This design comes from an exercise in tuning for small area on the open sky130 flow, not from production work.
The RTL was checked by simulation tests, not by an equivalence proof against the original design.
Power is estimated from default activity; no workload was simulated.

File: flow/design.v
package msrv32_pkg;
  localparam int unsigned DEF_WIDTH      = 32;
  localparam int unsigned DEF_DEPTH      = 32;
  localparam int unsigned DEF_ADDR_WIDTH = 5;
  typedef logic [DEF_WIDTH-1:0]      word_t;
  typedef logic [DEF_ADDR_WIDTH-1:0] addr_t;
  localparam addr_t X0_ADDR = '0;
endpackage
module msrv32_rf_bypass_sel
#(
  parameter int unsigned WIDTH      = msrv32_pkg::DEF_WIDTH,
  parameter int unsigned ADDR_WIDTH = msrv32_pkg::DEF_ADDR_WIDTH,
  parameter int unsigned WR_PORTS   = 1
) (
  input  logic [ADDR_WIDTH-1:0]          rs_addr_i,
  input  logic [WR_PORTS-1:0]            wr_en_i,
  input  logic [WR_PORTS*ADDR_WIDTH-1:0] wr_addr_i,
  input  logic [WR_PORTS*WIDTH-1:0]      wr_data_i,
  input  logic [WIDTH-1:0]               stored_i,
  output logic [WIDTH-1:0]               next_val_o
);
  always_comb begin
    next_val_o = stored_i;
    for (int w = 0; w < WR_PORTS; w++) begin
      if (wr_en_i[w] && (wr_addr_i[w*ADDR_WIDTH +: ADDR_WIDTH] == rs_addr_i)) begin
        next_val_o = wr_data_i[w*WIDTH +: WIDTH];
      end
    end
    if (rs_addr_i == ADDR_WIDTH'(msrv32_pkg::X0_ADDR)) begin
      next_val_o = '0;
    end
  end
endmodule
module msrv32_reg_file_mp
#(
  parameter int unsigned WIDTH      = msrv32_pkg::DEF_WIDTH,
  parameter int unsigned DEPTH      = msrv32_pkg::DEF_DEPTH,
  parameter int unsigned ADDR_WIDTH = msrv32_pkg::DEF_ADDR_WIDTH,
  parameter int unsigned RD_PORTS   = 2,
  parameter int unsigned WR_PORTS   = 1
) (
  input  logic                           msrv32_mp_clk_in,
  input  logic                           msrv32_mp_rst_n_in,
  input  logic [RD_PORTS-1:0]            rd_en_in,
  input  logic [RD_PORTS*ADDR_WIDTH-1:0] rs_addr_in,
  output logic [RD_PORTS*WIDTH-1:0]      rs_out,
  output logic [RD_PORTS-1:0]            rs_busy_out,
  input  logic [WR_PORTS-1:0]            wr_en_in,
  input  logic [WR_PORTS*ADDR_WIDTH-1:0] wr_addr_in,
  input  logic [WR_PORTS*WIDTH-1:0]      wr_data_in,
  input  logic                           issue_en_in,
  input  logic [ADDR_WIDTH-1:0]          issue_addr_in,
  output logic [DEPTH-1:0]               busy_vec_out
);
  logic [WIDTH-1:0]          regs_q [DEPTH];
  logic [WIDTH-1:0]          regs_d [DEPTH];
  logic [DEPTH-1:0]          busy_q, busy_d;
  logic [RD_PORTS*WIDTH-1:0] rs_q, rs_d;
  logic [RD_PORTS-1:0]       rs_busy_q, rs_busy_d;
  logic [WIDTH-1:0]          stored [RD_PORTS];
  logic [WIDTH-1:0]          sel_val [RD_PORTS];
  always_comb begin
    for (int i = 0; i < DEPTH; i++) begin
      regs_d[i] = regs_q[i];
    end
    for (int w = 0; w < WR_PORTS; w++) begin
      if (wr_en_in[w] &&
          (wr_addr_in[w*ADDR_WIDTH +: ADDR_WIDTH] != ADDR_WIDTH'(msrv32_pkg::X0_ADDR))) begin
        regs_d[wr_addr_in[w*ADDR_WIDTH +: ADDR_WIDTH]] = wr_data_in[w*WIDTH +: WIDTH];
      end
    end
  end
  always_comb begin
    busy_d = busy_q;
    for (int w = 0; w < WR_PORTS; w++) begin
      if (wr_en_in[w]) begin
        busy_d[wr_addr_in[w*ADDR_WIDTH +: ADDR_WIDTH]] = 1'b0;
      end
    end
    if (issue_en_in) begin
      busy_d[issue_addr_in] = 1'b1;
    end
    busy_d[0] = 1'b0;
  end
  for (genvar p = 0; p < RD_PORTS; p++) begin : g_rd_port
    assign stored[p] = regs_q[rs_addr_in[p*ADDR_WIDTH +: ADDR_WIDTH]];
    msrv32_rf_bypass_sel #(
      .WIDTH      (WIDTH),
      .ADDR_WIDTH (ADDR_WIDTH),
      .WR_PORTS   (WR_PORTS)
    ) u_bypass_sel (
      .rs_addr_i  (rs_addr_in[p*ADDR_WIDTH +: ADDR_WIDTH]),
      .wr_en_i    (wr_en_in),
      .wr_addr_i  (wr_addr_in),
      .wr_data_i  (wr_data_in),
      .stored_i   (stored[p]),
      .next_val_o (sel_val[p])
    );
  end
  always_comb begin
    rs_d      = rs_q;
    rs_busy_d = rs_busy_q;
    for (int p = 0; p < RD_PORTS; p++) begin
      if (rd_en_in[p]) begin
        rs_d[p*WIDTH +: WIDTH] = sel_val[p];
        rs_busy_d[p]           = busy_d[rs_addr_in[p*ADDR_WIDTH +: ADDR_WIDTH]];
      end
    end
  end
  always_ff @(posedge msrv32_mp_clk_in or negedge msrv32_mp_rst_n_in) begin
    if (!msrv32_mp_rst_n_in) begin
      for (int i = 0; i < DEPTH; i++) begin
        regs_q[i] <= '0;
      end
      busy_q    <= '0;
      rs_q      <= '0;
      rs_busy_q <= '0;
    end else begin
      for (int i = 0; i < DEPTH; i++) begin
        regs_q[i] <= regs_d[i];
      end
      busy_q    <= busy_d;
      rs_q      <= rs_d;
      rs_busy_q <= rs_busy_d;
    end
  end
  assign rs_out       = rs_q;
  assign rs_busy_out  = rs_busy_q;
  assign busy_vec_out = busy_q;
endmodule
module msrv32_reg_file_2r2w (
  input  logic         msrv32_mp_clk_in,
  input  logic         msrv32_mp_rst_n_in,
  input  logic [1:0]   rd_en_in,
  input  logic [9:0]   rs_addr_in,
  output logic [63:0]  rs_out,
  output logic [1:0]   rs_busy_out,
  input  logic [1:0]   wr_en_in,
  input  logic [9:0]   wr_addr_in,
  input  logic [63:0]  wr_data_in,
  input  logic         issue_en_in,
  input  logic [4:0]   issue_addr_in,
  output logic [31:0]  busy_vec_out
);
  msrv32_reg_file_mp #(
    .WIDTH      (32),
    .DEPTH      (32),
    .ADDR_WIDTH (5),
    .RD_PORTS   (2),
    .WR_PORTS   (2)
  ) u_rf (
    .msrv32_mp_clk_in   (msrv32_mp_clk_in),
    .msrv32_mp_rst_n_in (msrv32_mp_rst_n_in),
    .rd_en_in           (rd_en_in),
    .rs_addr_in         (rs_addr_in),
    .rs_out             (rs_out),
    .rs_busy_out        (rs_busy_out),
    .wr_en_in           (wr_en_in),
    .wr_addr_in         (wr_addr_in),
    .wr_data_in         (wr_data_in),
    .issue_en_in        (issue_en_in),
    .issue_addr_in      (issue_addr_in),
    .busy_vec_out       (busy_vec_out)
  );
endmodule
File: flow/run.sh
#!/bin/bash
# synth_recipe.tcl (not shown) runs the flow's synth.tcl, then flattens the netlist and writes it again
# the make line also repeats each setting of config.mk as NAME=value (left out here)
make -C /OpenROAD-flow-scripts/flow DESIGN_CONFIG=/design/flow/config.mk WORK_HOME=/design/flow/orfs CLKGATE_MAP_FILE= SYNTH_SCRIPT=/design/flow/synth_recipe.tcl finish
File: flow/config.mk
export PLATFORM = sky130hd
export DESIGN_NAME = msrv32_reg_file_2r2w
export DESIGN_NICKNAME = msrv32_reg_file_2r2w
export VERILOG_FILES = /design/flow/design.v
export SDC_FILE = /design/flow/constraint.sdc
export NUM_CORES = 4
export LEC_CHECK = 0
export CAP_MARGIN = 20
export CELL_PAD_IN_SITES_DETAIL_PLACEMENT = 1
export CELL_PAD_IN_SITES_GLOBAL_PLACEMENT = 2
export CORE_MARGIN = 2
export CORE_UTILIZATION = 30
export PLACE_DENSITY = 0.5
export SLEW_MARGIN = 20
File: flow/constraint.sdc
create_clock -name core_clock -period 5.0 [get_ports {msrv32_mp_clk_in}]
set_input_delay 1.0000 -clock core_clock [delete_from_list [all_inputs] [get_ports {msrv32_mp_clk_in}]]
set_output_delay 1.0000 -clock core_clock [all_outputs]
set_load 0.01 [all_outputs]
==> results.yml <==
status:
  status: "complete, no violations"
cts:
  post_cts_resized: 0
  cts_buffer_depth: 3
  numCtsBuffers: 146
  h-tree-depth: 4
  cts_hold_buf: 0
  post_cts_buffers: 0
  cts_num_sinks: 1089
  clk_root_buffer_cell: "clkbuf_16"
  cts_tree: "yes"
  insertion_delay_ps: 840
  clkTransAtPathRegs_ps: 50
placement:
  place_area_sq_um: 74900
  portBuffers: 192
  dp_hpwl_microns: 309000
  routabilityCongestion: 0.945
  post-place-ws_ps: -200
routing:
  firstDrtPassIters: 8
  drcViolationCount: 0
  dr_total_vias: 69451
  wl_microns: 491000
  routed_via_density: 6.67
  wl_per_cell_microns: 47.2
  drtIter0Drc: 9786
  postRouteAntennaNets: 0
floorplanning:
  dieArea_sq_um: 223000
  rows: 171
  start_util_pct: 30.2
  die_h_microns: 472
  ios: 194
  core_area_sq_um: 217000
  dieWidth_microns: 472
synthesis:
  netlist_area_sq_um: 65700
  synthMostInstantiatedCell: "dfrtp_1"
  yosys_warnings: 9
  synth_enable_flop_cells: 0
  synth_cell_types: 84
  synth_ff_type: "dfrtp_1"
  netlist.area_leader.share_pct: 41.5
  ys_async_sr_fraction_pct: 100
  syn_area_per_cell_sq_um: 8.87
  syn-num-nets: 7519
  synth_top_cell_by_area: "dfrtp_1"
  ys_ff_latch: 1089
  syn_inst: 7407
  ys_top_cells_by_count: "dfrtp_1, mux2i_1, a22oi_1"
  ys_top_cells_by_area: "dfrtp_1, mux2i_1, a22oi_1"
  yosysSeqAreaShare_pct: 41.5
sta:
  post-route-min-period_ps: 4620
  setup_slack_ps: 378
  hold_viol: 0
  fmax_ghz: 0.216
  setup_viol: 0
  rsz0062_at_grt: "no"
  skew_ps: 28.2
  max_slew_margin_pct: 17.0
  period_share_pct: 92.4
  worst_pin_slew_ps: 1250
  slew_violations: 0
run:
  cap_violations: 0
global_routing:
  grt_pass1_vias: 67835
  grt.total_usage_pct: 42.9
  grt_max_degree: 147
  grt_overflow: 0
  antenna_found_initial: 36
  grt_pass1_wl_microns: 650000
pwr:
  ir_drop_mv: 0.305
  clkPwrFrac_pct: 32.7
  p_int_mw: 20.6
  p_sw_share_pct: 38.5
  p_leak_nw: 33.3
  powerDensity_nw_per_um2: 420
  power.switching_mw: 12.9
  comb_power_share_pct: 25.5
  p_total_mw: 33.5
  seq_power_share_pct: 41.8
finish:
  fillers: 24474
  layout-drive-gt1-share_pct: 12.7
  num-nets-final: 7542
  post-route-cell-area_sq_um: 79700
  syn2layout_area_growth_pct: 21.4
setup_path:
  required_ps: 5670
  reg2reg_from: "u_rf.regs_q[13][31]$_DFF_PN0_"
  critPathCapture: "u_rf.rs_q[63]$_DFFE_PN0P_"
  rr_worst_depth: 7
  crit_path_end_kind: "flop"
  r2r_setup_slack_ps: 1900
  crit_type: "primary input to flop"
  r2r_end: "u_rf.rs_q[63]$_DFFE_PN0P_"
  startpoint_type: "primary input"
  cp.arrival_ps: 5290
  crit_fanout: 11
  crit_path_start: "rs_addr_in[9]"
worst_hold_path:
  hold_path.class: "primary input to asynchronous set/reset pin"
[worst max-delay path: stages]
cell and delay [ps]:
clkdlybuf4s50_1 890, buf_4 340, nor2b_2 130, and2_2 450
a2111oi_0 1030, nand3_1 210, nor4_1 690, nor3_1 100
a211oi_1 300, o32ai_1 130
[routing by layer]
metal  up-vias  routed length, microns  GRT usage, %
li1      27285                       -             -
met1     36279                  205000          57.0
met2      4471                  207000          62.8
met3      1394                   46500          11.3
met4        22                   32200          24.0
met5         -                     158        0.0649
[worst min path at each step]
| stage | slack, ps | cells after the start | endpoint |
|---|---|---|---|
| final | 30 | 1 | u_rf.busy_q[27]$_DFF_PN0_ |
| after global routing | 70 | 1 | u_rf.busy_q[27]$_DFF_PN0_ |
| after CTS | 90 | 1 | u_rf.busy_q[13]$_DFF_PN0_ |
| after detailed placement | 500 | 1 | u_rf.rs_q[59]$_DFFE_PN0P_ |
| after global placement | 500 | 1 | u_rf.rs_q[52]$_DFFE_PN0P_ |
| after floorplan | 530 | 2 | u_rf.regs_q[3][30]$_DFF_PN0_ |
[state kept, by name, summed over array words and instances (netlist names)]
| register | cells |
|---|---|
| u_rf.regs_q | 992 |
| u_rf.rs_q | 64 |
| u_rf.busy_q | 31 |
| u_rf.rs_busy_q | 2 |
[final cells by class]
cell class | count | area [sq um] | share of cell area (%)
Clock buffer | 213 | 4250 | 5.33
Antenna cell | 20 | 50.0 | 0.0628
Inverter | 78 | 293 | 0.367
Clock inverter | 48 | 519 | 0.651
Sequential cell | 1089 | 27300 | 34.2
Timing Repair Buffer | 746 | 8350 | 10.5
Tap cell | 2854 | 3570 | 4.48
Multi-Input combinational cell | 5369 | 35500 | 44.5
[power by group through the flow]
stage / combinational [mW] / sequential, mW / clock (mW)
after detailed placement: 8.32 / 13.9 / 0
after CTS: 8.34 / 13.8 / 11.1
after global routing: 8.95 / 14.1 / 11.4
after floorplan: 4.39 / 12.6 / 0
final: 8.53 / 14.0 / 11.0
after global placement: 8.14 / 13.9 / 0
[cells in the final DEF, fill, tap and decap left out, drive strengths merged, types with 152 or more instances in the layout]
master and instances:
a21oi 524, a22oi 734, buf 567, clkbuf 213
clkdlybuf4s50 178, dfrtp 1089, mux2i 1010, nand2 715
nand4 152, nor2 620, o21ai 648
[logic make-up (layout without fill, tap and decap cells)]
| kind of cell | Yosys count | in the layout | synth area share, % |
|---|---|---|---|
| and+or+nand+nor | 2013 | 2013 | 14.0 |
| DFF | 1089 | 1089 | 41.5 |
| other | 1 | 21 | 0.00571 |
| AOI/OAI and AO/OA | 2299 | 2299 | 22.5 |
| buffers and inverters | 949 | 1085 | 5.81 |
| muxes | 1014 | 1014 | 15.5 |
| adders and majority gates | 16 | 16 | 0.305 |
| xor gates and xnor gates | 26 | 26 | 0.347 |
[metrics by stage]
step / std cells / hold slack (ps) / utilization, % / setup TNS (ps)
after floorplan: 7407 / 535 / - / 0
after global placement: 10134 / 496 / 34.4 / -1430
after detailed placement: 10136 / 502 / 34.5 / -237
after CTS: 10397 / 90.4 / 36.7 / 0
after global routing: 10398 / 71.9 / 36.7 / 0
final: 10417 / 28.3 / 36.7 / 0

-- port drivers added, routing unchanged --
The results above use ideal ports. As a check the final layout listed here was re-extracted and re-timed, cells and wires unchanged. Step 1 sets driving cells, clkbuf_16 on the clock port and buf_2 on the other inputs (assumed; they add their load-dependent delay and slew). Step 2 moves the port delays by t, midway between the first and last clock arrival at a register: inputs arrive t later, outputs are due t later. That takes back most of the time a late clock gives input paths. Three values: ideal, step 1, step 2; two values: the first two.
t, ns: 0.919
setup slack, ns: 0.378 / 0.445 / -0.474
hold slack, ns: 0.028 / -0.002 / 0.514
worst setup path at the end: input to register
Met with ideal ports but missed after step 2: setup timing in this run. For this run, drivers alone change the setup slack by +0.067 ns; drivers and shift together by -0.852 ns.
